What follows belongs to an exercise in optimizing a design on an open flow for small area, a short achievable clock period and few clock cycles; a production flow would make more cautious choices. In this exercise RTL edits were held to simulation tests only and were not proved equivalent to the original. Power and IR drop assume default switching activity.

<file path="design/flow/design.v">
package tpc_pkg;
    localparam int MAX_POINTS_DEF = 64;
    localparam int COORD_BITS_DEF = 12;
    localparam int THR_W          = 12;
    localparam int THR_RESET      = 100;
    localparam int MEMBER_W       = 7;
endpackage
module tpc_divider #(
    parameter int RADIX_BITS = 3
) (
    input  logic        aclk,
    input  logic        aresetn,
    input  logic        start,       
    input  logic [17:0] sum_x,
    input  logic [17:0] sum_y,
    input  logic [6:0]  count,
    input  logic        last_in,
    input  logic        ovf_in,
    output logic        ready,       
    output logic        done,        
    input  logic        take,        
    output logic [11:0] q_x,
    output logic [11:0] q_y,
    output logic [6:0]  q_count,
    output logic        q_last,
    output logic        q_ovf
);
    localparam int STEPS = (12 + RADIX_BITS - 1) / RADIX_BITS;
    logic        busy, vld;
    logic [3:0]  left;
    logic [5:0]  rem_x, rem_y;
    logic [11:0] qx, qy;
    logic [6:0]  den;
    logic        last_r, ovf_r;
    logic [17:0] nvx, nvy;
    logic [6:0]  d_src;
    logic        idle_src;
    assign idle_src = !busy || vld;
    function automatic logic [17:0] step(input logic [5:0] r, input logic [11:0] q, input logic [6:0] d);
        logic [7:0] diff;
        diff = {1'b0, r, q[11]} - {1'b0, d};
        step = {diff[7] ? {r[4:0], q[11]} : diff[5:0], q[10:0], !diff[7]};
    endfunction
    always_comb begin
        logic [17:0] vx, vy;
        vx    = idle_src ? sum_x : {rem_x, qx};
        vy    = idle_src ? sum_y : {rem_y, qy};
        d_src = idle_src ? count : den;
        for (int i = 0; i < RADIX_BITS; i++) begin
            vx = step(vx[17:12], vx[11:0], d_src);
            vy = step(vy[17:12], vy[11:0], d_src);
        end
        nvx = vx;
        nvy = vy;
    end
    assign done  = vld;
    assign ready = !busy || (vld && take);
    always_ff @(posedge aclk) begin
        if (!aresetn) begin
            busy <= 1'b0;
            vld  <= 1'b0;
        end else if (start) begin
            busy <= 1'b1;
            vld  <= (count == 7'd1) || (count == 7'd2) || (count == 7'd4) || (STEPS == 1);
        end else if (vld && take) begin
            busy <= 1'b0;
            vld  <= 1'b0;
        end else if (busy && left == 4'd1) begin
            vld  <= 1'b1;
        end
    end
    always_ff @(posedge aclk) begin
        if (start) begin
            if (count == 7'd1) begin
                {rem_x, qx} <= sum_x;
                {rem_y, qy} <= sum_y;
                left        <= 4'd0;
            end else if (count == 7'd2) begin
                {rem_x, qx} <= {1'b0, sum_x[17:1]};
                {rem_y, qy} <= {1'b0, sum_y[17:1]};
                left        <= 4'd0;
            end else if (count == 7'd4) begin
                {rem_x, qx} <= {2'b0, sum_x[17:2]};
                {rem_y, qy} <= {2'b0, sum_y[17:2]};
                left        <= 4'd0;
            end else begin
                {rem_x, qx} <= nvx;
                {rem_y, qy} <= nvy;
                left        <= 4'(STEPS - 1);
            end
            den    <= count;
            last_r <= last_in;
            ovf_r  <= ovf_in;
        end else if (busy && left != '0) begin
            {rem_x, qx} <= nvx;
            {rem_y, qy} <= nvy;
            left        <= left - 1'b1;
        end
    end
    assign q_x     = qx;
    assign q_y     = qy;
    assign q_count = den;
    assign q_last  = last_r;
    assign q_ovf   = ovf_r;
endmodule
module tpc_dist_csa (
    input  logic [11:0] dx,
    input  logic [11:0] dy,
    input  logic [25:0] addend,
    output logic [25:0] s,
    output logic [25:0] c
);
    logic t1;
    logic t2;
    logic t3;
    logic t4;
    logic t5;
    logic t6;
    logic t7;
    logic t8;
    logic t9;
    logic t10;
    logic t11;
    logic t12;
    logic t13;
    logic t14;
    logic t15;
    logic t16;
    logic t17;
    logic t18;
    logic t19;
    logic t20;
    logic t21;
    logic t22;
    logic t23;
    logic t24;
    logic t25;
    logic t26;
    logic t27;
    logic t28;
    logic t29;
    logic t30;
    logic t31;
    logic t32;
    logic t33;
    logic t34;
    logic t35;
    logic t36;
    logic t37;
    logic t38;
    logic t39;
    logic t40;
    logic t41;
    logic t42;
    logic t43;
    logic t44;
    logic t45;
    logic t46;
    logic t47;
    logic t48;
    logic t49;
    logic t50;
    logic t51;
    logic t52;
    logic t53;
    logic t54;
    logic t55;
    logic t56;
    logic t57;
    logic t58;
    logic t59;
    logic t60;
    logic t61;
    logic t62;
    logic t63;
    logic t64;
    logic t65;
    logic t66;
    logic t67;
    logic t68;
    logic t69;
    logic t70;
    logic t71;
    logic t72;
    logic t73;
    logic t74;
    logic t75;
    logic t76;
    logic t77;
    logic t78;
    logic t79;
    logic t80;
    logic t81;
    logic t82;
    logic t83;
    logic t84;
    logic t85;
    logic t86;
    logic t87;
    logic t88;
    logic t89;
    logic t90;
    logic t91;
    logic t92;
    logic t93;
    logic t94;
    logic t95;
    logic t96;
    logic t97;
    logic t98;
    logic t99;
    logic t100;
    logic t101;
    logic t102;
    logic t103;
    logic t104;
    logic t105;
    logic t106;
    logic t107;
    logic t108;
    logic t109;
    logic t110;
    logic t111;
    logic t112;
    logic t113;
    logic t114;
    logic t115;
    logic t116;
    logic t117;
    logic t118;
    logic t119;
    logic t120;
    logic t121;
    logic t122;
    logic t123;
    logic t124;
    logic t125;
    logic t126;
    logic t127;
    logic t128;
    logic t129;
    logic t130;
    logic t131;
    logic t132;
    logic t133;
    logic t134;
    logic t135;
    logic t136;
    logic t137;
    logic t138;
    logic t139;
    logic t140;
    logic t141;
    logic t142;
    logic t143;
    logic t144;
    logic t145;
    logic t146;
    logic t147;
    logic t148;
    logic t149;
    logic t150;
    logic t151;
    logic t152;
    logic t153;
    logic t154;
    logic t155;
    logic t156;
    logic t157;
    logic t158;
    logic t159;
    logic t160;
    logic t161;
    logic t162;
    logic t163;
    logic t164;
    logic t165;
    logic t166;
    logic t167;
    logic t168;
    logic t169;
    logic t170;
    logic t171;
    logic t172;
    logic t173;
    logic t174;
    logic t175;
    logic t176;
    logic t177;
    logic t178;
    logic t179;
    logic t180;
    logic t181;
    logic t182;
    logic t183;
    logic t184;
    logic t185;
    logic t186;
    logic t187;
    logic t188;
    logic t189;
    logic t190;
    logic t191;
    logic t192;
    logic t193;
    logic t194;
    logic t195;
    logic t196;
    logic t197;
    logic t198;
    logic t199;
    logic t200;
    logic t201;
    logic t202;
    logic t203;
    logic t204;
    logic t205;
    logic t206;
    logic t207;
    logic t208;
    logic t209;
    logic t210;
    logic t211;
    logic t212;
    logic t213;
    logic t214;
    logic t215;
    logic t216;
    logic t217;
    logic t218;
    logic t219;
    logic t220;
    logic t221;
    logic t222;
    logic t223;
    logic t224;
    logic t225;
    logic t226;
    logic t227;
    logic t228;
    logic t229;
    logic t230;
    logic t231;
    logic t232;
    logic t233;
    logic t234;
    logic t235;
    logic t236;
    logic t237;
    logic t238;
    logic t239;
    logic t240;
    logic t241;
    logic t242;
    logic t243;
    logic t244;
    logic t245;
    logic t246;
    logic t247;
    logic t248;
    logic t249;
    logic t250;
    logic t251;
    logic t252;
    logic t253;
    logic t254;
    logic t255;
    logic t256;
    logic t257;
    logic t258;
    logic t259;
    logic t260;
    logic t261;
    logic t262;
    logic t263;
    logic t264;
    logic t265;
    logic t266;
    logic t267;
    logic t268;
    logic t269;
    logic t270;
    logic t271;
    logic t272;
    logic t273;
    logic t274;
    logic t275;
    logic t276;
    logic t277;
    logic t278;
    logic t279;
    logic t280;
    logic t281;
    logic t282;
    logic t283;
    logic t284;
    logic t285;
    logic t286;
    logic t287;
    logic t288;
    logic t289;
    logic t290;
    logic t291;
    logic t292;
    logic t293;
    logic t294;
    logic t295;
    logic t296;
    logic t297;
    logic t298;
    logic t299;
    logic t300;
    logic t301;
    logic t302;
    logic t303;
    logic t304;
    logic t305;
    logic t306;
    logic t307;
    logic t308;
    logic t309;
    logic t310;
    logic t311;
    logic t312;
    logic t313;
    logic t314;
    assign t1 = dx[0] ^ dy[0] ^ addend[0];
    assign t2 = (dx[0] & dy[0]) | (dx[0] & addend[0]) | (dy[0] & addend[0]);
    assign t3 = (dx[0] & dx[1]) ^ dx[1] ^ (dy[0] & dy[1]);
    assign t4 = ((dx[0] & dx[1]) & dx[1]) | ((dx[0] & dx[1]) & (dy[0] & dy[1])) | (dx[1] & (dy[0] & dy[1]));
    assign t5 = dy[1] ^ addend[2];
    assign t6 = dy[1] & addend[2];
    assign t7 = (dx[0] & dx[2]) ^ (dy[0] & dy[2]) ^ addend[3];
    assign t8 = ((dx[0] & dx[2]) & (dy[0] & dy[2])) | ((dx[0] & dx[2]) & addend[3]) | ((dy[0] & dy[2]) & addend[3]);
    assign t9 = (dx[0] & dx[3]) ^ (dx[1] & dx[2]) ^ dx[2];
    assign t10 = ((dx[0] & dx[3]) & (dx[1] & dx[2])) | ((dx[0] & dx[3]) & dx[2]) | ((dx[1] & dx[2]) & dx[2]);
    assign t11 = (dy[0] & dy[3]) ^ (dy[1] & dy[2]) ^ dy[2];
    assign t12 = ((dy[0] & dy[3]) & (dy[1] & dy[2])) | ((dy[0] & dy[3]) & dy[2]) | ((dy[1] & dy[2]) & dy[2]);
    assign t13 = (dx[0] & dx[4]) ^ (dx[1] & dx[3]) ^ (dy[0] & dy[4]);
    assign t14 = ((dx[0] & dx[4]) & (dx[1] & dx[3])) | ((dx[0] & dx[4]) & (dy[0] & dy[4])) | ((dx[1] & dx[3]) & (dy[0] & dy[4]));
    assign t15 = (dy[1] & dy[3]) ^ addend[5];
    assign t16 = (dy[1] & dy[3]) & addend[5];
    assign t17 = (dx[0] & dx[5]) ^ (dx[1] & dx[4]) ^ (dx[2] & dx[3]);
    assign t18 = ((dx[0] & dx[5]) & (dx[1] & dx[4])) | ((dx[0] & dx[5]) & (dx[2] & dx[3])) | ((dx[1] & dx[4]) & (dx[2] & dx[3]));
    assign t19 = dx[3] ^ (dy[0] & dy[5]) ^ (dy[1] & dy[4]);
    assign t20 = (dx[3] & (dy[0] & dy[5])) | (dx[3] & (dy[1] & dy[4])) | ((dy[0] & dy[5]) & (dy[1] & dy[4]));
    assign t21 = (dy[2] & dy[3]) ^ dy[3] ^ addend[6];
    assign t22 = ((dy[2] & dy[3]) & dy[3]) | ((dy[2] & dy[3]) & addend[6]) | (dy[3] & addend[6]);
    assign t23 = (dx[0] & dx[6]) ^ (dx[1] & dx[5]) ^ (dx[2] & dx[4]);
    assign t24 = ((dx[0] & dx[6]) & (dx[1] & dx[5])) | ((dx[0] & dx[6]) & (dx[2] & dx[4])) | ((dx[1] & dx[5]) & (dx[2] & dx[4]));
    assign t25 = (dy[0] & dy[6]) ^ (dy[1] & dy[5]) ^ (dy[2] & dy[4]);
    assign t26 = ((dy[0] & dy[6]) & (dy[1] & dy[5])) | ((dy[0] & dy[6]) & (dy[2] & dy[4])) | ((dy[1] & dy[5]) & (dy[2] & dy[4]));
    assign t27 = (dx[0] & dx[7]) ^ (dx[1] & dx[6]) ^ (dx[2] & dx[5]);
    assign t28 = ((dx[0] & dx[7]) & (dx[1] & dx[6])) | ((dx[0] & dx[7]) & (dx[2] & dx[5])) | ((dx[1] & dx[6]) & (dx[2] & dx[5]));
    assign t29 = (dx[3] & dx[4]) ^ dx[4] ^ (dy[0] & dy[7]);
    assign t30 = ((dx[3] & dx[4]) & dx[4]) | ((dx[3] & dx[4]) & (dy[0] & dy[7])) | (dx[4] & (dy[0] & dy[7]));
    assign t31 = (dy[1] & dy[6]) ^ (dy[2] & dy[5]) ^ (dy[3] & dy[4]);
    assign t32 = ((dy[1] & dy[6]) & (dy[2] & dy[5])) | ((dy[1] & dy[6]) & (dy[3] & dy[4])) | ((dy[2] & dy[5]) & (dy[3] & dy[4]));
    assign t33 = dy[4] ^ addend[8];
    assign t34 = dy[4] & addend[8];
    assign t35 = (dx[0] & dx[8]) ^ (dx[1] & dx[7]) ^ (dx[2] & dx[6]);
    assign t36 = ((dx[0] & dx[8]) & (dx[1] & dx[7])) | ((dx[0] & dx[8]) & (dx[2] & dx[6])) | ((dx[1] & dx[7]) & (dx[2] & dx[6]));
    assign t37 = (dx[3] & dx[5]) ^ (dy[0] & dy[8]) ^ (dy[1] & dy[7]);
    assign t38 = ((dx[3] & dx[5]) & (dy[0] & dy[8])) | ((dx[3] & dx[5]) & (dy[1] & dy[7])) | ((dy[0] & dy[8]) & (dy[1] & dy[7]));
    assign t39 = (dy[2] & dy[6]) ^ (dy[3] & dy[5]) ^ addend[9];
    assign t40 = ((dy[2] & dy[6]) & (dy[3] & dy[5])) | ((dy[2] & dy[6]) & addend[9]) | ((dy[3] & dy[5]) & addend[9]);
    assign t41 = (dx[0] & dx[9]) ^ (dx[1] & dx[8]) ^ (dx[2] & dx[7]);
    assign t42 = ((dx[0] & dx[9]) & (dx[1] & dx[8])) | ((dx[0] & dx[9]) & (dx[2] & dx[7])) | ((dx[1] & dx[8]) & (dx[2] & dx[7]));
    assign t43 = (dx[3] & dx[6]) ^ (dx[4] & dx[5]) ^ dx[5];
    assign t44 = ((dx[3] & dx[6]) & (dx[4] & dx[5])) | ((dx[3] & dx[6]) & dx[5]) | ((dx[4] & dx[5]) & dx[5]);
    assign t45 = (dy[0] & dy[9]) ^ (dy[1] & dy[8]) ^ (dy[2] & dy[7]);
    assign t46 = ((dy[0] & dy[9]) & (dy[1] & dy[8])) | ((dy[0] & dy[9]) & (dy[2] & dy[7])) | ((dy[1] & dy[8]) & (dy[2] & dy[7]));
    assign t47 = (dy[3] & dy[6]) ^ (dy[4] & dy[5]) ^ dy[5];
    assign t48 = ((dy[3] & dy[6]) & (dy[4] & dy[5])) | ((dy[3] & dy[6]) & dy[5]) | ((dy[4] & dy[5]) & dy[5]);
    assign t49 = (dx[0] & dx[10]) ^ (dx[1] & dx[9]) ^ (dx[2] & dx[8]);
    assign t50 = ((dx[0] & dx[10]) & (dx[1] & dx[9])) | ((dx[0] & dx[10]) & (dx[2] & dx[8])) | ((dx[1] & dx[9]) & (dx[2] & dx[8]));
    assign t51 = (dx[3] & dx[7]) ^ (dx[4] & dx[6]) ^ (dy[0] & dy[10]);
    assign t52 = ((dx[3] & dx[7]) & (dx[4] & dx[6])) | ((dx[3] & dx[7]) & (dy[0] & dy[10])) | ((dx[4] & dx[6]) & (dy[0] & dy[10]));
    assign t53 = (dy[1] & dy[9]) ^ (dy[2] & dy[8]) ^ (dy[3] & dy[7]);
    assign t54 = ((dy[1] & dy[9]) & (dy[2] & dy[8])) | ((dy[1] & dy[9]) & (dy[3] & dy[7])) | ((dy[2] & dy[8]) & (dy[3] & dy[7]));
    assign t55 = (dy[4] & dy[6]) ^ addend[11];
    assign t56 = (dy[4] & dy[6]) & addend[11];
    assign t57 = (dx[0] & dx[11]) ^ (dx[1] & dx[10]) ^ (dx[2] & dx[9]);
    assign t58 = ((dx[0] & dx[11]) & (dx[1] & dx[10])) | ((dx[0] & dx[11]) & (dx[2] & dx[9])) | ((dx[1] & dx[10]) & (dx[2] & dx[9]));
    assign t59 = (dx[3] & dx[8]) ^ (dx[4] & dx[7]) ^ (dx[5] & dx[6]);
    assign t60 = ((dx[3] & dx[8]) & (dx[4] & dx[7])) | ((dx[3] & dx[8]) & (dx[5] & dx[6])) | ((dx[4] & dx[7]) & (dx[5] & dx[6]));
    assign t61 = dx[6] ^ (dy[0] & dy[11]) ^ (dy[1] & dy[10]);
    assign t62 = (dx[6] & (dy[0] & dy[11])) | (dx[6] & (dy[1] & dy[10])) | ((dy[0] & dy[11]) & (dy[1] & dy[10]));
    assign t63 = (dy[2] & dy[9]) ^ (dy[3] & dy[8]) ^ (dy[4] & dy[7]);
    assign t64 = ((dy[2] & dy[9]) & (dy[3] & dy[8])) | ((dy[2] & dy[9]) & (dy[4] & dy[7])) | ((dy[3] & dy[8]) & (dy[4] & dy[7]));
    assign t65 = (dy[5] & dy[6]) ^ dy[6] ^ addend[12];
    assign t66 = ((dy[5] & dy[6]) & dy[6]) | ((dy[5] & dy[6]) & addend[12]) | (dy[6] & addend[12]);
    assign t67 = (dx[1] & dx[11]) ^ (dx[2] & dx[10]) ^ (dx[3] & dx[9]);
    assign t68 = ((dx[1] & dx[11]) & (dx[2] & dx[10])) | ((dx[1] & dx[11]) & (dx[3] & dx[9])) | ((dx[2] & dx[10]) & (dx[3] & dx[9]));
    assign t69 = (dx[4] & dx[8]) ^ (dx[5] & dx[7]) ^ (dy[1] & dy[11]);
    assign t70 = ((dx[4] & dx[8]) & (dx[5] & dx[7])) | ((dx[4] & dx[8]) & (dy[1] & dy[11])) | ((dx[5] & dx[7]) & (dy[1] & dy[11]));
    assign t71 = (dy[2] & dy[10]) ^ (dy[3] & dy[9]) ^ (dy[4] & dy[8]);
    assign t72 = ((dy[2] & dy[10]) & (dy[3] & dy[9])) | ((dy[2] & dy[10]) & (dy[4] & dy[8])) | ((dy[3] & dy[9]) & (dy[4] & dy[8]));
    assign t73 = (dy[5] & dy[7]) ^ addend[13];
    assign t74 = (dy[5] & dy[7]) & addend[13];
    assign t75 = (dx[2] & dx[11]) ^ (dx[3] & dx[10]) ^ (dx[4] & dx[9]);
    assign t76 = ((dx[2] & dx[11]) & (dx[3] & dx[10])) | ((dx[2] & dx[11]) & (dx[4] & dx[9])) | ((dx[3] & dx[10]) & (dx[4] & dx[9]));
    assign t77 = (dx[5] & dx[8]) ^ (dx[6] & dx[7]) ^ dx[7];
    assign t78 = ((dx[5] & dx[8]) & (dx[6] & dx[7])) | ((dx[5] & dx[8]) & dx[7]) | ((dx[6] & dx[7]) & dx[7]);
    assign t79 = (dy[2] & dy[11]) ^ (dy[3] & dy[10]) ^ (dy[4] & dy[9]);
    assign t80 = ((dy[2] & dy[11]) & (dy[3] & dy[10])) | ((dy[2] & dy[11]) & (dy[4] & dy[9])) | ((dy[3] & dy[10]) & (dy[4] & dy[9]));
    assign t81 = (dy[5] & dy[8]) ^ (dy[6] & dy[7]) ^ dy[7];
    assign t82 = ((dy[5] & dy[8]) & (dy[6] & dy[7])) | ((dy[5] & dy[8]) & dy[7]) | ((dy[6] & dy[7]) & dy[7]);
    assign t83 = (dx[3] & dx[11]) ^ (dx[4] & dx[10]) ^ (dx[5] & dx[9]);
    assign t84 = ((dx[3] & dx[11]) & (dx[4] & dx[10])) | ((dx[3] & dx[11]) & (dx[5] & dx[9])) | ((dx[4] & dx[10]) & (dx[5] & dx[9]));
    assign t85 = (dx[6] & dx[8]) ^ (dy[3] & dy[11]) ^ (dy[4] & dy[10]);
    assign t86 = ((dx[6] & dx[8]) & (dy[3] & dy[11])) | ((dx[6] & dx[8]) & (dy[4] & dy[10])) | ((dy[3] & dy[11]) & (dy[4] & dy[10]));
    assign t87 = (dy[5] & dy[9]) ^ (dy[6] & dy[8]) ^ addend[15];
    assign t88 = ((dy[5] & dy[9]) & (dy[6] & dy[8])) | ((dy[5] & dy[9]) & addend[15]) | ((dy[6] & dy[8]) & addend[15]);
    assign t89 = (dx[4] & dx[11]) ^ (dx[5] & dx[10]) ^ (dx[6] & dx[9]);
    assign t90 = ((dx[4] & dx[11]) & (dx[5] & dx[10])) | ((dx[4] & dx[11]) & (dx[6] & dx[9])) | ((dx[5] & dx[10]) & (dx[6] & dx[9]));
    assign t91 = (dx[7] & dx[8]) ^ dx[8] ^ (dy[4] & dy[11]);
    assign t92 = ((dx[7] & dx[8]) & dx[8]) | ((dx[7] & dx[8]) & (dy[4] & dy[11])) | (dx[8] & (dy[4] & dy[11]));
    assign t93 = (dy[5] & dy[10]) ^ (dy[6] & dy[9]) ^ (dy[7] & dy[8]);
    assign t94 = ((dy[5] & dy[10]) & (dy[6] & dy[9])) | ((dy[5] & dy[10]) & (dy[7] & dy[8])) | ((dy[6] & dy[9]) & (dy[7] & dy[8]));
    assign t95 = dy[8] ^ addend[16];
    assign t96 = dy[8] & addend[16];
    assign t97 = (dx[5] & dx[11]) ^ (dx[6] & dx[10]) ^ (dx[7] & dx[9]);
    assign t98 = ((dx[5] & dx[11]) & (dx[6] & dx[10])) | ((dx[5] & dx[11]) & (dx[7] & dx[9])) | ((dx[6] & dx[10]) & (dx[7] & dx[9]));
    assign t99 = (dy[5] & dy[11]) ^ (dy[6] & dy[10]) ^ (dy[7] & dy[9]);
    assign t100 = ((dy[5] & dy[11]) & (dy[6] & dy[10])) | ((dy[5] & dy[11]) & (dy[7] & dy[9])) | ((dy[6] & dy[10]) & (dy[7] & dy[9]));
    assign t101 = (dx[6] & dx[11]) ^ (dx[7] & dx[10]) ^ (dx[8] & dx[9]);
    assign t102 = ((dx[6] & dx[11]) & (dx[7] & dx[10])) | ((dx[6] & dx[11]) & (dx[8] & dx[9])) | ((dx[7] & dx[10]) & (dx[8] & dx[9]));
    assign t103 = dx[9] ^ (dy[6] & dy[11]) ^ (dy[7] & dy[10]);
    assign t104 = (dx[9] & (dy[6] & dy[11])) | (dx[9] & (dy[7] & dy[10])) | ((dy[6] & dy[11]) & (dy[7] & dy[10]));
    assign t105 = (dy[8] & dy[9]) ^ dy[9] ^ addend[18];
    assign t106 = ((dy[8] & dy[9]) & dy[9]) | ((dy[8] & dy[9]) & addend[18]) | (dy[9] & addend[18]);
    assign t107 = (dx[7] & dx[11]) ^ (dx[8] & dx[10]) ^ (dy[7] & dy[11]);
    assign t108 = ((dx[7] & dx[11]) & (dx[8] & dx[10])) | ((dx[7] & dx[11]) & (dy[7] & dy[11])) | ((dx[8] & dx[10]) & (dy[7] & dy[11]));
    assign t109 = (dy[8] & dy[10]) ^ addend[19];
    assign t110 = (dy[8] & dy[10]) & addend[19];
    assign t111 = (dx[8] & dx[11]) ^ (dx[9] & dx[10]) ^ dx[10];
    assign t112 = ((dx[8] & dx[11]) & (dx[9] & dx[10])) | ((dx[8] & dx[11]) & dx[10]) | ((dx[9] & dx[10]) & dx[10]);
    assign t113 = (dy[8] & dy[11]) ^ (dy[9] & dy[10]) ^ dy[10];
    assign t114 = ((dy[8] & dy[11]) & (dy[9] & dy[10])) | ((dy[8] & dy[11]) & dy[10]) | ((dy[9] & dy[10]) & dy[10]);
    assign t115 = (dx[9] & dx[11]) ^ (dy[9] & dy[11]) ^ addend[21];
    assign t116 = ((dx[9] & dx[11]) & (dy[9] & dy[11])) | ((dx[9] & dx[11]) & addend[21]) | ((dy[9] & dy[11]) & addend[21]);
    assign t117 = (dx[10] & dx[11]) ^ dx[11] ^ (dy[10] & dy[11]);
    assign t118 = ((dx[10] & dx[11]) & dx[11]) | ((dx[10] & dx[11]) & (dy[10] & dy[11])) | (dx[11] & (dy[10] & dy[11]));
    assign t119 = dy[11] ^ addend[22];
    assign t120 = dy[11] & addend[22];
    assign t121 = t4 ^ t6 ^ t7;
    assign t122 = (t4 & t6) | (t4 & t7) | (t6 & t7);
    assign t123 = t8 ^ t9 ^ t11;
    assign t124 = (t8 & t9) | (t8 & t11) | (t9 & t11);
    assign t125 = t10 ^ t12 ^ t13;
    assign t126 = (t10 & t12) | (t10 & t13) | (t12 & t13);
    assign t127 = t14 ^ t16 ^ t17;
    assign t128 = (t14 & t16) | (t14 & t17) | (t16 & t17);
    assign t129 = t19 ^ t21;
    assign t130 = t19 & t21;
    assign t131 = t18 ^ t20 ^ t22;
    assign t132 = (t18 & t20) | (t18 & t22) | (t20 & t22);
    assign t133 = t23 ^ t25 ^ addend[7];
    assign t134 = (t23 & t25) | (t23 & addend[7]) | (t25 & addend[7]);
    assign t135 = t24 ^ t26 ^ t27;
    assign t136 = (t24 & t26) | (t24 & t27) | (t26 & t27);
    assign t137 = t29 ^ t31 ^ t33;
    assign t138 = (t29 & t31) | (t29 & t33) | (t31 & t33);
    assign t139 = t28 ^ t30 ^ t32;
    assign t140 = (t28 & t30) | (t28 & t32) | (t30 & t32);
    assign t141 = t34 ^ t35 ^ t37;
    assign t142 = (t34 & t35) | (t34 & t37) | (t35 & t37);
    assign t143 = t36 ^ t38 ^ t40;
    assign t144 = (t36 & t38) | (t36 & t40) | (t38 & t40);
    assign t145 = t41 ^ t43 ^ t45;
    assign t146 = (t41 & t43) | (t41 & t45) | (t43 & t45);
    assign t147 = t47 ^ addend[10];
    assign t148 = t47 & addend[10];
    assign t149 = t42 ^ t44 ^ t46;
    assign t150 = (t42 & t44) | (t42 & t46) | (t44 & t46);
    assign t151 = t48 ^ t49 ^ t51;
    assign t152 = (t48 & t49) | (t48 & t51) | (t49 & t51);
    assign t153 = t53 ^ t55;
    assign t154 = t53 & t55;
    assign t155 = t50 ^ t52 ^ t54;
    assign t156 = (t50 & t52) | (t50 & t54) | (t52 & t54);
    assign t157 = t56 ^ t57 ^ t59;
    assign t158 = (t56 & t57) | (t56 & t59) | (t57 & t59);
    assign t159 = t61 ^ t63 ^ t65;
    assign t160 = (t61 & t63) | (t61 & t65) | (t63 & t65);
    assign t161 = t58 ^ t60 ^ t62;
    assign t162 = (t58 & t60) | (t58 & t62) | (t60 & t62);
    assign t163 = t64 ^ t66 ^ t67;
    assign t164 = (t64 & t66) | (t64 & t67) | (t66 & t67);
    assign t165 = t69 ^ t71 ^ t73;
    assign t166 = (t69 & t71) | (t69 & t73) | (t71 & t73);
    assign t167 = t68 ^ t70 ^ t72;
    assign t168 = (t68 & t70) | (t68 & t72) | (t70 & t72);
    assign t169 = t74 ^ t75 ^ t77;
    assign t170 = (t74 & t75) | (t74 & t77) | (t75 & t77);
    assign t171 = t79 ^ t81 ^ addend[14];
    assign t172 = (t79 & t81) | (t79 & addend[14]) | (t81 & addend[14]);
    assign t173 = t76 ^ t78 ^ t80;
    assign t174 = (t76 & t78) | (t76 & t80) | (t78 & t80);
    assign t175 = t82 ^ t83 ^ t85;
    assign t176 = (t82 & t83) | (t82 & t85) | (t83 & t85);
    assign t177 = t84 ^ t86 ^ t88;
    assign t178 = (t84 & t86) | (t84 & t88) | (t86 & t88);
    assign t179 = t89 ^ t91 ^ t93;
    assign t180 = (t89 & t91) | (t89 & t93) | (t91 & t93);
    assign t181 = t90 ^ t92 ^ t94;
    assign t182 = (t90 & t92) | (t90 & t94) | (t92 & t94);
    assign t183 = t96 ^ t97 ^ t99;
    assign t184 = (t96 & t97) | (t96 & t99) | (t97 & t99);
    assign t185 = t98 ^ t100 ^ t101;
    assign t186 = (t98 & t100) | (t98 & t101) | (t100 & t101);
    assign t187 = t103 ^ t105;
    assign t188 = t103 & t105;
    assign t189 = t102 ^ t104 ^ t106;
    assign t190 = (t102 & t104) | (t102 & t106) | (t104 & t106);
    assign t191 = t107 ^ t109;
    assign t192 = t107 & t109;
    assign t193 = t108 ^ t110 ^ t111;
    assign t194 = (t108 & t110) | (t108 & t111) | (t110 & t111);
    assign t195 = t113 ^ addend[20];
    assign t196 = t113 & addend[20];
    assign t197 = t112 ^ t114 ^ t115;
    assign t198 = (t112 & t114) | (t112 & t115) | (t114 & t115);
    assign t199 = t116 ^ t117 ^ t119;
    assign t200 = (t116 & t117) | (t116 & t119) | (t117 & t119);
    assign t201 = t118 ^ t120 ^ addend[23];
    assign t202 = (t118 & t120) | (t118 & addend[23]) | (t120 & addend[23]);
    assign t203 = t122 ^ t123 ^ addend[4];
    assign t204 = (t122 & t123) | (t122 & addend[4]) | (t123 & addend[4]);
    assign t205 = t124 ^ t125 ^ t15;
    assign t206 = (t124 & t125) | (t124 & t15) | (t125 & t15);
    assign t207 = t126 ^ t127 ^ t129;
    assign t208 = (t126 & t127) | (t126 & t129) | (t127 & t129);
    assign t209 = t128 ^ t130 ^ t131;
    assign t210 = (t128 & t130) | (t128 & t131) | (t130 & t131);
    assign t211 = t132 ^ t134 ^ t135;
    assign t212 = (t132 & t134) | (t132 & t135) | (t134 & t135);
    assign t213 = t136 ^ t138 ^ t139;
    assign t214 = (t136 & t138) | (t136 & t139) | (t138 & t139);
    assign t215 = t141 ^ t39;
    assign t216 = t141 & t39;
    assign t217 = t140 ^ t142 ^ t143;
    assign t218 = (t140 & t142) | (t140 & t143) | (t142 & t143);
    assign t219 = t145 ^ t147;
    assign t220 = t145 & t147;
    assign t221 = t144 ^ t146 ^ t148;
    assign t222 = (t144 & t146) | (t144 & t148) | (t146 & t148);
    assign t223 = t149 ^ t151 ^ t153;
    assign t224 = (t149 & t151) | (t149 & t153) | (t151 & t153);
    assign t225 = t150 ^ t152 ^ t154;
    assign t226 = (t150 & t152) | (t150 & t154) | (t152 & t154);
    assign t227 = t155 ^ t157 ^ t159;
    assign t228 = (t155 & t157) | (t155 & t159) | (t157 & t159);
    assign t229 = t156 ^ t158 ^ t160;
    assign t230 = (t156 & t158) | (t156 & t160) | (t158 & t160);
    assign t231 = t161 ^ t163 ^ t165;
    assign t232 = (t161 & t163) | (t161 & t165) | (t163 & t165);
    assign t233 = t162 ^ t164 ^ t166;
    assign t234 = (t162 & t164) | (t162 & t166) | (t164 & t166);
    assign t235 = t167 ^ t169 ^ t171;
    assign t236 = (t167 & t169) | (t167 & t171) | (t169 & t171);
    assign t237 = t168 ^ t170 ^ t172;
    assign t238 = (t168 & t170) | (t168 & t172) | (t170 & t172);
    assign t239 = t173 ^ t175 ^ t87;
    assign t240 = (t173 & t175) | (t173 & t87) | (t175 & t87);
    assign t241 = t174 ^ t176 ^ t177;
    assign t242 = (t174 & t176) | (t174 & t177) | (t176 & t177);
    assign t243 = t179 ^ t95;
    assign t244 = t179 & t95;
    assign t245 = t178 ^ t180 ^ t181;
    assign t246 = (t178 & t180) | (t178 & t181) | (t180 & t181);
    assign t247 = t183 ^ addend[17];
    assign t248 = t183 & addend[17];
    assign t249 = t182 ^ t184 ^ t185;
    assign t250 = (t182 & t184) | (t182 & t185) | (t184 & t185);
    assign t251 = t186 ^ t188 ^ t189;
    assign t252 = (t186 & t188) | (t186 & t189) | (t188 & t189);
    assign t253 = t190 ^ t192 ^ t193;
    assign t254 = (t190 & t192) | (t190 & t193) | (t192 & t193);
    assign t255 = t194 ^ t196 ^ t197;
    assign t256 = (t194 & t196) | (t194 & t197) | (t196 & t197);
    assign t257 = t208 ^ t209 ^ t133;
    assign t258 = (t208 & t209) | (t208 & t133) | (t209 & t133);
    assign t259 = t210 ^ t211 ^ t137;
    assign t260 = (t210 & t211) | (t210 & t137) | (t211 & t137);
    assign t261 = t212 ^ t213 ^ t215;
    assign t262 = (t212 & t213) | (t212 & t215) | (t213 & t215);
    assign t263 = t214 ^ t216 ^ t217;
    assign t264 = (t214 & t216) | (t214 & t217) | (t216 & t217);
    assign t265 = t218 ^ t220 ^ t221;
    assign t266 = (t218 & t220) | (t218 & t221) | (t220 & t221);
    assign t267 = t222 ^ t224 ^ t225;
    assign t268 = (t222 & t224) | (t222 & t225) | (t224 & t225);
    assign t269 = t226 ^ t228 ^ t229;
    assign t270 = (t226 & t228) | (t226 & t229) | (t228 & t229);
    assign t271 = t230 ^ t232 ^ t233;
    assign t272 = (t230 & t232) | (t230 & t233) | (t232 & t233);
    assign t273 = t234 ^ t236 ^ t237;
    assign t274 = (t234 & t236) | (t234 & t237) | (t236 & t237);
    assign t275 = t238 ^ t240 ^ t241;
    assign t276 = (t238 & t240) | (t238 & t241) | (t240 & t241);
    assign t277 = t242 ^ t244 ^ t245;
    assign t278 = (t242 & t244) | (t242 & t245) | (t244 & t245);
    assign t279 = t246 ^ t248 ^ t249;
    assign t280 = (t246 & t248) | (t246 & t249) | (t248 & t249);
    assign t281 = t250 ^ t251 ^ t191;
    assign t282 = (t250 & t251) | (t250 & t191) | (t251 & t191);
    assign t283 = t252 ^ t253 ^ t195;
    assign t284 = (t252 & t253) | (t252 & t195) | (t253 & t195);
    assign t285 = t256 ^ t198 ^ t199;
    assign t286 = (t256 & t198) | (t256 & t199) | (t198 & t199);
    assign t287 = t262 ^ t263 ^ t219;
    assign t288 = (t262 & t263) | (t262 & t219) | (t263 & t219);
    assign t289 = t264 ^ t265 ^ t223;
    assign t290 = (t264 & t265) | (t264 & t223) | (t265 & t223);
    assign t291 = t266 ^ t267 ^ t227;
    assign t292 = (t266 & t267) | (t266 & t227) | (t267 & t227);
    assign t293 = t268 ^ t269 ^ t231;
    assign t294 = (t268 & t269) | (t268 & t231) | (t269 & t231);
    assign t295 = t270 ^ t271 ^ t235;
    assign t296 = (t270 & t271) | (t270 & t235) | (t271 & t235);
    assign t297 = t272 ^ t273 ^ t239;
    assign t298 = (t272 & t273) | (t272 & t239) | (t273 & t239);
    assign t299 = t274 ^ t275 ^ t243;
    assign t300 = (t274 & t275) | (t274 & t243) | (t275 & t243);
    assign t301 = t276 ^ t277 ^ t247;
    assign t302 = (t276 & t277) | (t276 & t247) | (t277 & t247);
    assign t303 = t278 ^ t279 ^ t187;
    assign t304 = (t278 & t279) | (t278 & t187) | (t279 & t187);
    assign t305 = t284 ^ t254 ^ t255;
    assign t306 = (t284 & t254) | (t284 & t255) | (t254 & t255);
    assign t307 = t286 ^ t200 ^ t201;
    assign t308 = (t286 & t200) | (t286 & t201) | (t200 & t201);
    assign t309 = t304 ^ t280 ^ t281;
    assign t310 = (t304 & t280) | (t304 & t281) | (t280 & t281);
    assign t311 = t308 ^ t202 ^ addend[24];
    assign t312 = (t308 & t202) | (t308 & addend[24]) | (t202 & addend[24]);
    assign t313 = t310 ^ t282 ^ t283;
    assign t314 = (t310 & t282) | (t310 & t283) | (t282 & t283);
    assign s[0] = t1;
    assign c[0] = 1'b0;
    assign s[1] = t2;
    assign c[1] = addend[1];
    assign s[2] = t3;
    assign c[2] = t5;
    assign s[3] = t121;
    assign c[3] = 1'b0;
    assign s[4] = t203;
    assign c[4] = 1'b0;
    assign s[5] = t204;
    assign c[5] = t205;
    assign s[6] = t206;
    assign c[6] = t207;
    assign s[7] = t257;
    assign c[7] = 1'b0;
    assign s[8] = t258;
    assign c[8] = t259;
    assign s[9] = t260;
    assign c[9] = t261;
    assign s[10] = t287;
    assign c[10] = 1'b0;
    assign s[11] = t288;
    assign c[11] = t289;
    assign s[12] = t290;
    assign c[12] = t291;
    assign s[13] = t292;
    assign c[13] = t293;
    assign s[14] = t294;
    assign c[14] = t295;
    assign s[15] = t296;
    assign c[15] = t297;
    assign s[16] = t298;
    assign c[16] = t299;
    assign s[17] = t300;
    assign c[17] = t301;
    assign s[18] = t302;
    assign c[18] = t303;
    assign s[19] = t309;
    assign c[19] = 1'b0;
    assign s[20] = t313;
    assign c[20] = 1'b0;
    assign s[21] = t314;
    assign c[21] = t305;
    assign s[22] = t306;
    assign c[22] = t285;
    assign s[23] = t307;
    assign c[23] = 1'b0;
    assign s[24] = t311;
    assign c[24] = 1'b0;
    assign s[25] = t312;
    assign c[25] = addend[25];
endmodule
module threshold_point_clustering #(
    parameter int MAX_POINTS = tpc_pkg::MAX_POINTS_DEF,
    parameter int COORD_BITS = tpc_pkg::COORD_BITS_DEF
) (
    input  logic                         aclk,
    input  logic                         aresetn,
    input  logic                         cfg_valid,
    output logic                         cfg_ready,
    input  logic [tpc_pkg::THR_W-1:0]    cfg_data,
    input  logic                         s_valid,
    output logic                         s_ready,
    input  logic [COORD_BITS-1:0]        s_point_x,
    input  logic [COORD_BITS-1:0]        s_point_y,
    input  logic                         s_last_point,
    output logic                         m_valid,
    input  logic                         m_ready,
    output logic [COORD_BITS-1:0]        m_centroid_x,
    output logic [COORD_BITS-1:0]        m_centroid_y,
    output logic [tpc_pkg::MEMBER_W-1:0] m_member_count,
    output logic                         m_last_cluster,
    output logic                         m_overflow
);
    localparam int N   = 64;
    localparam int CB  = 12;
    localparam int KS  = 4;           
    localparam int CW  = CB - KS;     
    localparam int RADIX = 2;         
    logic [N-1:0][CB-1:0] rx, ry;
    logic [N-1:0]         U, F, C;
    logic [N-1:0]         Un, Fn, Cn;
    logic       proc;             
    logic [6:0] n_pts;            
    logic       ovf;              
    logic [5:0] dgap;             
    logic       rdy;
    logic [5:0] phi;              
    logic acc, ins;
    assign acc = s_valid && rdy;
    assign ins = acc && !n_pts[6];
    logic [25:0] limm1;           
    logic [CW+1:0] tc;            
    logic        active;
    logic [CB-1:0] px, py;        
    logic [17:0] sx, sy;
    logic [6:0]  cnt;
    logic          a_v, a_tsq;
    logic [CB-1:0] a_x, a_y, a_dx, a_dy;
    logic [5:0]    a_tag;
    function automatic logic [N-1:0] lowbit(input logic [N-1:0] v);
        logic [N-1:0] p;    
        p = {v[N-2:0], 1'b0};
        for (int s = 1; s < N; s = s * 2) p = p | (p << s);
        lowbit = v & ~p;
    endfunction
    function automatic logic [N-1:0] circ_lowbit(input logic [N-1:0] v, input logic [5:0] ph);
        logic [N-1:0] m, hi;
        for (int k = 0; k < N; k++) m[k] = (6'(k) >= ph);
        hi = v & m;
        circ_lowbit = (|hi) ? lowbit(hi) : lowbit(v);
    endfunction
    logic [N-1:0] cu, sel_chk, sel;
    logic [N-1:0] popsel;         
    logic [N-1:0] seedsel;        
    logic         cu_any, f_any, u_any, pipe_empty;   
    logic         do_chk, do_pop, do_seed, do_done, idle;
    logic         div_ready, r_free;
    assign cu       = C & U;
    assign cu_any   = |cu;
    assign pipe_empty = !a_v;
    assign sel_chk  = lowbit(cu);
    assign do_chk  = proc && cu_any;
    assign do_pop  = proc && !cu_any && f_any && u_any;
    assign idle    = proc && !cu_any && !(f_any && u_any) && pipe_empty
                     && (!active || r_free);
    assign do_seed = idle && u_any;
    assign do_done = idle && !u_any;      
    assign sel = cu_any ? sel_chk : (f_any ? popsel : seedsel);
    logic [CB-1:0] mux_x, mux_y;
    logic [5:0]    sel_idx;
    always_comb begin
        mux_x   = '0;
        mux_y   = '0;
        sel_idx = '0;
        for (int k = 0; k < N; k++) begin
            mux_x   = mux_x | (rx[k] & {CB{sel[k]}});
            mux_y   = mux_y | (ry[k] & {CB{sel[k]}});
            sel_idx = sel_idx | (6'(k) & {6{sel[k]}});
        end
    end
    function automatic logic gt7(input logic [CW-1:0] a, input logic [CW-1:0] b);
        logic g;
        g = 1'b0;
        for (int i = 0; i < CW; i++) g = (a[i] & ~b[i]) | ((a[i] | ~b[i]) & g);
        gt7 = g;
    endfunction
    logic [CW+2:0] lo_x, hi_x, lo_y, hi_y;
    logic [CW-1:0] lo_xc, hi_xc, lo_yc, hi_yc;
    logic          lo_x_all, hi_x_all, lo_y_all, hi_y_all;
    assign lo_x = {3'b010, mux_x[CB-1:KS]} - {1'b0, tc};
    assign hi_x = {3'b010, mux_x[CB-1:KS]} + {1'b0, tc};
    assign lo_y = {3'b010, mux_y[CB-1:KS]} - {1'b0, tc};
    assign hi_y = {3'b010, mux_y[CB-1:KS]} + {1'b0, tc};
    assign lo_x_all = !lo_x[CW+1];
    assign lo_y_all = !lo_y[CW+1];
    assign hi_x_all = hi_x[CW+2] || (hi_x[CW+1] && hi_x[CW]);
    assign hi_y_all = hi_y[CW+2] || (hi_y[CW+1] && hi_y[CW]);
    assign lo_xc = lo_x[CW-1:0];
    assign hi_xc = hi_x[CW-1:0];
    assign lo_yc = lo_y[CW-1:0];
    assign hi_yc = hi_y[CW-1:0];
    logic [N-1:0] box;
    always_comb begin
        for (int k = 0; k < N; k++) begin
            logic [CW-1:0] cx, cy;
            cx = rx[k][CB-1:KS];
            cy = ry[k][CB-1:KS];
            box[k] = (lo_x_all || gt7(cx, lo_xc)) && (hi_x_all || gt7(hi_xc, cx))
                  && (lo_y_all || gt7(cy, lo_yc)) && (hi_y_all || gt7(hi_yc, cy));
        end
    end
    logic [25:0]  csa_s, csa_c, addend, vsum;
    logic         carry25, near, hit, hit_u;
    logic [N-1:0] hit_dec;
    assign addend = a_tsq ? '1 : ~limm1;
    tpc_dist_csa u_csa (
        .dx     (a_dx),
        .dy     (a_dy),
        .addend (addend),
        .s      (csa_s),
        .c      (csa_c)
    );
    always_comb begin
        logic [24:0] g, p;
        g = csa_s[24:0] & csa_c[24:0];
        p = csa_s[24:0] | csa_c[24:0];
        for (int s = 1; s < 25; s = s * 2) begin
            for (int i = 24; i >= s; i--) begin
                g[i] = g[i] | (p[i] & g[i-s]);
                p[i] = p[i] & p[i-s];
            end
        end
        carry25 = g[24];
    end
    assign near  = csa_s[25] ^ csa_c[25] ^ carry25;
    assign vsum  = csa_s + csa_c;
    assign hit   = a_v && !a_tsq && near;
    always_comb begin
        for (int k = 0; k < N; k++) hit_dec[k] = hit && (a_tag == 6'(k));
    end
    assign hit_u = hit;
    logic clr_f;
    assign clr_f = idle;      
    always_comb begin
        for (int k = 0; k < N; k++) begin
            Un[k] = U[k] && !(do_seed && sel[k]) && !hit_dec[k];
            Fn[k] = !clr_f && ((F[k] && !(do_pop && sel[k])) || (hit_dec[k] && U[k]));
            if (do_pop || do_seed) Cn[k] = U[k] && !sel[k] && box[k];
            else                   Cn[k] = C[k] && !(do_chk && sel[k]);
        end
    end
    always_ff @(posedge aclk) begin
        for (int k = 0; k < N - 1; k++) begin
            rx[k] <= rx[k+1];
            ry[k] <= ry[k+1];
        end
        rx[N-1] <= ins ? s_point_x : rx[0];
        ry[N-1] <= ins ? s_point_y : ry[0];
    end
    logic [N-1:0] U_nx, F_nx, seed_cur, Fw, Fw_nx, hit_nx, pop_lb;
    logic         fw_any;
    assign U_nx     = {ins ? 1'b1 : Un[0], Un[N-1:1]};
    assign F_nx     = {ins ? 1'b0 : Fn[0], Fn[N-1:1]};
    assign seed_cur = circ_lowbit(U & ~({N{do_seed}} & sel), phi);
    always_comb begin
        for (int k = 0; k < N; k++) Fw[k] = !clr_f && F[k] && !(do_pop && sel[k]);
    end
    assign Fw_nx  = {Fw[0], Fw[N-1:1]};
    assign hit_nx = {hit_dec[0], hit_dec[N-1:1]};
    assign fw_any = |Fw;
    assign pop_lb = lowbit(Fw_nx);
    always_ff @(posedge aclk) begin
        if (!aresetn) begin
            U     <= '0;
            F     <= '0;
            f_any <= 1'b0;
            u_any <= 1'b0;
        end else begin
            U     <= U_nx;
            F     <= F_nx;
            f_any <= fw_any || (hit && !clr_f);
            u_any <= ins || (|(U & ~({N{do_seed}} & sel)));
        end
        C       <= {ins ? 1'b0 : Cn[0], Cn[N-1:1]};
        popsel  <= fw_any ? pop_lb : hit_nx;
        seedsel <= (ins && n_pts == 7'd0) ? {1'b1, {(N-1){1'b0}}} : {seed_cur[0], seed_cur[N-1:1]};
    end
    always_ff @(posedge aclk) begin
        if (!aresetn) begin
            proc  <= 1'b0;
            n_pts <= '0;
            ovf   <= 1'b0;
            dgap  <= '0;
            rdy   <= 1'b1;
            phi   <= '0;
        end else begin
            phi  <= (ins && n_pts == 7'd0) ? 6'd63 : phi - 1'b1;
            dgap <= ins ? 6'd0 : dgap - 1'b1;
            if (!proc) begin
                if (acc) begin
                    if (!n_pts[6]) n_pts <= n_pts + 1'b1;
                    else           ovf   <= 1'b1;
                    if (s_last_point) begin
                        proc <= 1'b1;
                        rdy  <= 1'b0;
                    end else begin
                        rdy <= 1'b1;
                    end
                end else begin
                    rdy <= (n_pts == 7'd0) || n_pts[6] || (dgap == 6'd1);
                end
            end else if (do_done) begin
                proc  <= 1'b0;
                n_pts <= '0;
                ovf   <= 1'b0;
                rdy   <= 1'b1;
            end
        end
    end
    logic [CB-1:0] t_m1;
    assign t_m1 = cfg_data - 1'b1;
    always_ff @(posedge aclk) begin
        if (!aresetn) begin
            tc <= (CW+2)'((tpc_pkg::THR_RESET - 2) / (1 << KS) + 2);
        end else if (cfg_valid) begin
            tc <= (cfg_data == '0) ? '0 : (CW+2)'({1'b0, t_m1[CB-1:KS]} + (t_m1[KS-1:0] != '0) + 1'b1);
        end
    end
    always_ff @(posedge aclk) begin
        if (!aresetn) begin
            limm1 <= 26'(tpc_pkg::THR_RESET * tpc_pkg::THR_RESET - 1);
        end else if (a_v && a_tsq) begin
            limm1 <= vsum;
        end
    end
    always_ff @(posedge aclk) begin
        if (do_pop || do_seed) begin
            px <= mux_x;
            py <= mux_y;
        end
    end
    always_ff @(posedge aclk) begin
        if (!aresetn) begin
            a_v <= 1'b0;
        end else begin
            a_v <= do_chk || cfg_valid;
        end
    end
    logic [CB:0]   ex, ey;
    logic [CB-1:0] dx, dy;
    assign ex = {1'b0, mux_x} - {1'b0, px};
    assign ey = {1'b0, mux_y} - {1'b0, py};
    assign dx = ex[CB] ? CB'(-ex) : ex[CB-1:0];
    assign dy = ey[CB] ? CB'(-ey) : ey[CB-1:0];
    always_ff @(posedge aclk) begin
        a_tsq <= cfg_valid;
        a_dx  <= cfg_valid ? cfg_data : dx;
        a_dy  <= cfg_valid ? '0 : dy;
        a_x   <= mux_x;
        a_y   <= mux_y;
        a_tag <= sel_idx - 1'b1;
    end
    logic [17:0] sx_n, sy_n;
    logic [6:0]  cnt_n;
    always_ff @(posedge aclk) begin
        if (!aresetn) begin
            active <= 1'b0;
        end else if (idle) begin
            active <= do_seed;
        end
    end
    always_ff @(posedge aclk) begin
        if (do_seed) begin
            sx  <= 18'(mux_x);
            sy  <= 18'(mux_y);
            cnt <= 7'd1;
        end else if (hit_u) begin
            sx  <= sx + 18'(a_x);
            sy  <= sy + 18'(a_y);
            cnt <= cnt + 1'b1;
        end
    end
    logic        d_done, d_take, d_start;
    logic [11:0] q_x, q_y;
    logic [6:0]  q_cnt;
    logic        q_last, q_ovf;
    logic          r_v, r_last, r_ovf, r1_v, r1_last, r1_ovf, push;
    logic [17:0]   r_sx, r_sy, r1_sx, r1_sy;
    logic [6:0]    r_cnt, r1_cnt;
    assign push    = idle && active;
    assign d_start = r_v && div_ready;
    assign r_free  = !r1_v;
    assign d_take  = m_ready;
    always_ff @(posedge aclk) begin
        if (!aresetn) begin
            r_v  <= 1'b0;
            r1_v <= 1'b0;
        end else if (!r_v || d_start) begin
            r_v  <= r1_v || push;
            r1_v <= r1_v && push;
        end else begin
            r1_v <= r1_v || push;
        end
    end
    always_ff @(posedge aclk) begin
        if (!r_v || d_start) begin
            if (r1_v) begin
                r_sx   <= r1_sx;
                r_sy   <= r1_sy;
                r_cnt  <= r1_cnt;
                r_last <= r1_last;
                r_ovf  <= r1_ovf;
            end else if (push) begin
                r_sx   <= sx;
                r_sy   <= sy;
                r_cnt  <= cnt;
                r_last <= !u_any;
                r_ovf  <= ovf;
            end
        end
        if (push && (r1_v || (r_v && !d_start))) begin
            r1_sx   <= sx;
            r1_sy   <= sy;
            r1_cnt  <= cnt;
            r1_last <= !u_any;
            r1_ovf  <= ovf;
        end
    end
    tpc_divider #(.RADIX_BITS(RADIX)) u_div (
        .aclk    (aclk),
        .aresetn (aresetn),
        .start   (d_start),
        .sum_x   (r_sx),
        .sum_y   (r_sy),
        .count   (r_cnt),
        .last_in (r_last),
        .ovf_in  (r_ovf),
        .ready   (div_ready),
        .done    (d_done),
        .take    (d_take),
        .q_x     (q_x),
        .q_y     (q_y),
        .q_count (q_cnt),
        .q_last  (q_last),
        .q_ovf   (q_ovf)
    );
    assign cfg_ready      = 1'b1;
    assign s_ready        = rdy;
    assign m_valid        = d_done;
    assign m_centroid_x   = q_x;
    assign m_centroid_y   = q_y;
    assign m_member_count = q_cnt;
    assign m_last_cluster = q_last;
    assign m_overflow     = q_ovf;
endmodule
</file>
<file path="design/flow/run.sh">
#!/bin/bash
# synth_recipe.tcl (not shown) runs the flow's synth.tcl, then flattens the netlist and writes it again
# the make line also repeats each setting of config.mk as NAME=value (left out here)
make -C /OpenROAD-flow-scripts/flow DESIGN_CONFIG=/design/flow/config.mk WORK_HOME=/design/flow/orfs CLKGATE_MAP_FILE= SYNTH_SCRIPT=/design/flow/synth_recipe.tcl finish
</file>
<file path="design/flow/config.mk">
export PLATFORM = sky130hd
export DESIGN_NAME = threshold_point_clustering
export DESIGN_NICKNAME = threshold_point_clustering
export VERILOG_FILES = /design/flow/design.v
export SDC_FILE = /design/flow/constraint.sdc
export NUM_CORES = 4
export LEC_CHECK = 0
export CAP_MARGIN = 20
export CELL_PAD_IN_SITES_DETAIL_PLACEMENT = 2
export CELL_PAD_IN_SITES_GLOBAL_PLACEMENT = 2
export CORE_MARGIN = 2
export CORE_UTILIZATION = 30
export CTS_CLUSTER_DIAMETER = 100
export CTS_CLUSTER_SIZE = 20
export PLACE_DENSITY = 0.4
export SETUP_SLACK_MARGIN = 1.5
export SLEW_MARGIN = 20
</file>
<file path="design/flow/constraint.sdc">
create_clock -name core_clock -period 9.0 [get_ports {aclk}]
set_input_delay 1.8000 -clock core_clock [delete_from_list [all_inputs] [get_ports {aclk}]]
set_output_delay 1.8000 -clock core_clock [all_outputs]
set_load 0.01 [all_outputs]
</file>
==> flow_metrics.tcl <==
set metrics [dict create \
    status "finished clean" \
    synth_edf_count 187 \
    area_delta_synth_final_pct 24.8 \
    wirelength_um 775000 \
    grt_first_pass_wirelength_um 1020000 \
    synth.cell_area_mm2 0.103 \
    dr.pass1.iters 9 \
    vias_per_cell 6.55 \
    clock_skew_ns 0.123 \
    globalplace.congestion 1.06 \
    drt-initial-drc-count 13149 \
    synth_warnings 2 \
    synth_top_family_by_area "compound AO/OA/AOI/OAI gates" \
    fmax_mhz 131 \
    fin_crit_ns 7.65 \
    synth-seq-cells 2182 \
    htreeDepth 4 \
    yosysTopAreaCellShare_pct 38.8 \
    layout-drive-gt1-share_pct 20.3 \
    cap_violations 0 \
    clock_sinks 2182 \
    grt_use_total_pct 43.0 \
    dpl_worst_slack_ns -0.695 \
    synth_nets 11432 \
    synth_compound_area_share_pct 24.9 \
    drc 0 \
    grt_pass1_vias 110691 \
    rsz0062_at_grt "yes" \
    path_buf_inv 11 \
    cpMaxStageDelayCell "or4_4" \
    io_pins 78 \
    slew_headroom_pct 16.5 \
    die_x_um 590 \
    ir_drop_v 0.000482 \
    initial_core_util_pct 30.1 \
    stdcell_count 16509 \
    synth_area_leaders "dfxtp_1, edfxtp_1, maj3_1" \
    clock-root-buffer "clkbuf_16" \
    power_leakage_nw 48.4 \
    die_h_um 590 \
    ctsLongestPathBuffers 4 \
    vias 108208 \
    overflow 0 \
    min_period_over_period_pct 85.0 \
    async_flop_share_pct 0 \
    hold_viol 0 \
    grt_max_degree 76 \
    numCtsBuffers 159 \
    min_path_cells 0 \
    row_count 215 \
    cp.arrival_ns 8.47 \
    hold_buffers 0 \
    slew_viol_final 0 \
    postSynthCellCount 11072 \
    critPathRequiredTime_ns 9.82 \
    max_stage_delay_ns 0.54 \
    syn_area_per_cell_um2 9.29 \
    synthAdderAreaFrac_pct 10.2 \
    cp.depth 32 \
    powerDensity_mw_per_mm2 326 \
    ys_seq_area_share_pct 44.3 \
    synth_top_flop_cell "dfxtp_1" \
    path_common_cell "buf_4" \
    synth_cell_type_count 101 \
    path_clk_slew_ns 0.09 \
    antenna_found_initial 103 \
    total_power_mw 41.9 \
    antenna_left 0 \
    min_path_type "register to register" \
    end_kind "register" \
    tightestPinTransition_ns 1.25 \
    core_mm2 0.342 \
    cp_top_family "compound AO/OA/AOI/OAI gates" \
    setup_viol 0 \
    setup_ws_ns 1.35 \
    start_kind "register" \
    synthMuxAreaShare_pct 2.02 \
    dieArea_mm2 0.348 \
    dp.cells 15953 \
    clock_latency_ns 1.01 \
    dp.final_hpwl_um 597000 \
    path_class "register to register" \
    r2r_cells 32 \
    synth_xor_area_share_pct 1.34 \
    yosysTopAreaCell "dfxtp_1" \
    path_max_fanout 8 \
    routedWlPerCell_um 47.0 \
    portBuffers 76 \
    fin_nets 12177 \
    tritoncts "done" \
    yosys.area_share.simple_pct 13.2 \
]
==> state kept, by name, indices dropped and copies added (netlist names), 18 cells and up <==
register and count:
seedsel 64, ry 768, r1_sy 18, r_sx 18
U 64, r1_sx 18, C 64, r_sy 18
sx 18, popsel 64, rx 768, F 64
sy 18, limm1 26
==> routing by layer <==
layer  up-vias  wire length [um]  GRT usage (%)
li1      43362                 -              -
met1     56803            298000           52.0
met2      5932            343000           67.5
met3      2057             72700           11.3
met4        54             61200           27.6
met5         -               776          0.151
==> through the flow <==
| step | util [%] | TNS, ns | hold WS, ns | instance area (um2) |
|---|---|---|---|---|
| 5_1_grt | 37.5 | 0 | 0.337 | 128000 |
| 3_5_place_dp | 34.1 | -15.34 | 0.339 | 117000 |
| 6_report | 37.5 | 0 | 0.321 | 128000 |
| 4_1_cts | 36.6 | 0 | 0.304 | 125000 |
| 2_1_floorplan | - | 0 | 0.327 | 103000 |
| 3_3_place_gp | 34.1 | -13.38 | 0.334 | 117000 |
==> where the power goes <==
part           switching, mW  total, mW  internal [mW]
logic                   14.2       22.2           8.03
registers               1.18       11.7           10.5
clock network           4.31       7.97           3.66
==> what timing repair did <==
action,CTS,global route
cloned,12,6
pin swaps,127,216
setup buffers,150,91
endpoints found under the hold margin,0,0
setup endpoints to repair,116,174
gates resized for setup,471,585
==> worst paths after layout <==
path	slack [ns]	from	end
worst max-delay path	1.35	C[15]$_DFF_P_	C[52]$_DFF_P_
worst min-delay path	0.32	rx[744]$_DFF_P_	rx[732]$_DFF_P_
worst max register to register	1.35	C[15]$_DFF_P_	C[52]$_DFF_P_
worst min register to register	0.32	rx[744]$_DFF_P_	rx[732]$_DFF_P_
==> cells in the mapped netlist (all sizes together) (46+ instances only) <==
master,count
nor2b,56
mux2,98
o211ai,188
o21ai,808
o22a,49
and2,139
a22oi,306
maj3,550
nand2b,78
a221oi,360
fa,137
nand2,890
a31oi,86
nor3,133
nor2,669
inv,323
o22ai,227
edfxtp,187
and3,64
a221o,59
a21oi,719
o32ai,53
dfxtp,1995
buf,143
nand4,191
clkbuf,624
a222oi,120
ha,181
a211oi,101
xnor2,111
xor2,46
nand3,361
nor4,68
mux2i,97
a22o,188
==> worst reg2reg max path: cells and delay by family (launching register included) <==
kind | cells | cell delay, ns
xor gates and xnor gates | 1 | 0.20
DFF | 1 | 0.41
and+or+nand+nor | 8 | 1.95
adders and majority gates | 2 | 0.62
buffers and inverters | 11 | 2.03
AOI/OAI and AO/OA | 10 | 2.35
==> layout make-up <==
| class | instances | area [um2] |
|---|---|---|
| Clock buffer | 180 | 4230 |
| Fill cell | 36771 | 214000 |
| Multi-Input combinational cell | 7799 | 57300 |
| Timing Repair Buffer | 1349 | 13300 |
| Inverter | 326 | 1230 |
| Antenna cell | 45 | 113 |
| Sequential cell | 2182 | 45600 |
| Clock inverter | 71 | 862 |
| Tap cell | 4557 | 5700 |
==> kinds of logic after synthesis <==
logic type,Yosys count
AND/OR/NAND/NOR,2845
flip-flops,2182
buffers and inverters,1093
other,1
multiplexers,195
AO/OA/AOI/OAI,3731
adder cells (fa/ha/maj),868
XOR/XNOR,157
==> cell usage in the layout (no fill, tap or decap), types with 213 or more instances in the layout <==
cell / n
o22ai_1: 213
dfxtp_1: 1953
maj3_1: 377
nand3_1: 341
a21oi_1: 680
o21ai_0: 626
a221oi_1: 294
inv_1: 315
buf_4: 976
nor2_1: 638
a22oi_1: 293
nand2_1: 863
Testbench counts, summed over its fixed seeds: cycles 8,730.

## afterwards: timing with drivers on the ports
The results above use ideal ports. As a check the final layout listed here was re-extracted and re-timed, cells and wires unchanged.
Step 1 (the two cells are an assumption about what drives the block):
set clk [get_ports {aclk}]
set_driving_cell -lib_cell sky130_fd_sc_hd__clkbuf_16 $clk
set_driving_cell -lib_cell sky130_fd_sc_hd__buf_2 [delete_from_list [all_inputs] $clk]
Step 2, shift: input delay + t, output delay - t, t = (earliest + latest rising clock arrival at the registers) / 2. This alone moves slack from input paths to output paths.
a / b / c = no drivers / after step 1 / after step 2; a / b = the first two.
shift t [ns]: 1.062
setup slack, ns: 1.351 / 1.351 / 1.351
hold WS [ns]: 0.321 / 0.321 / 0.321
slew at the worst register clock pin (ns): 0.10 / 0.10
cell pins on the clock port's net: 1
After both steps setup and hold are still met in this run. For this run, drivers alone change the setup slack by 0.000 ns; drivers and shift together by 0.000 ns.
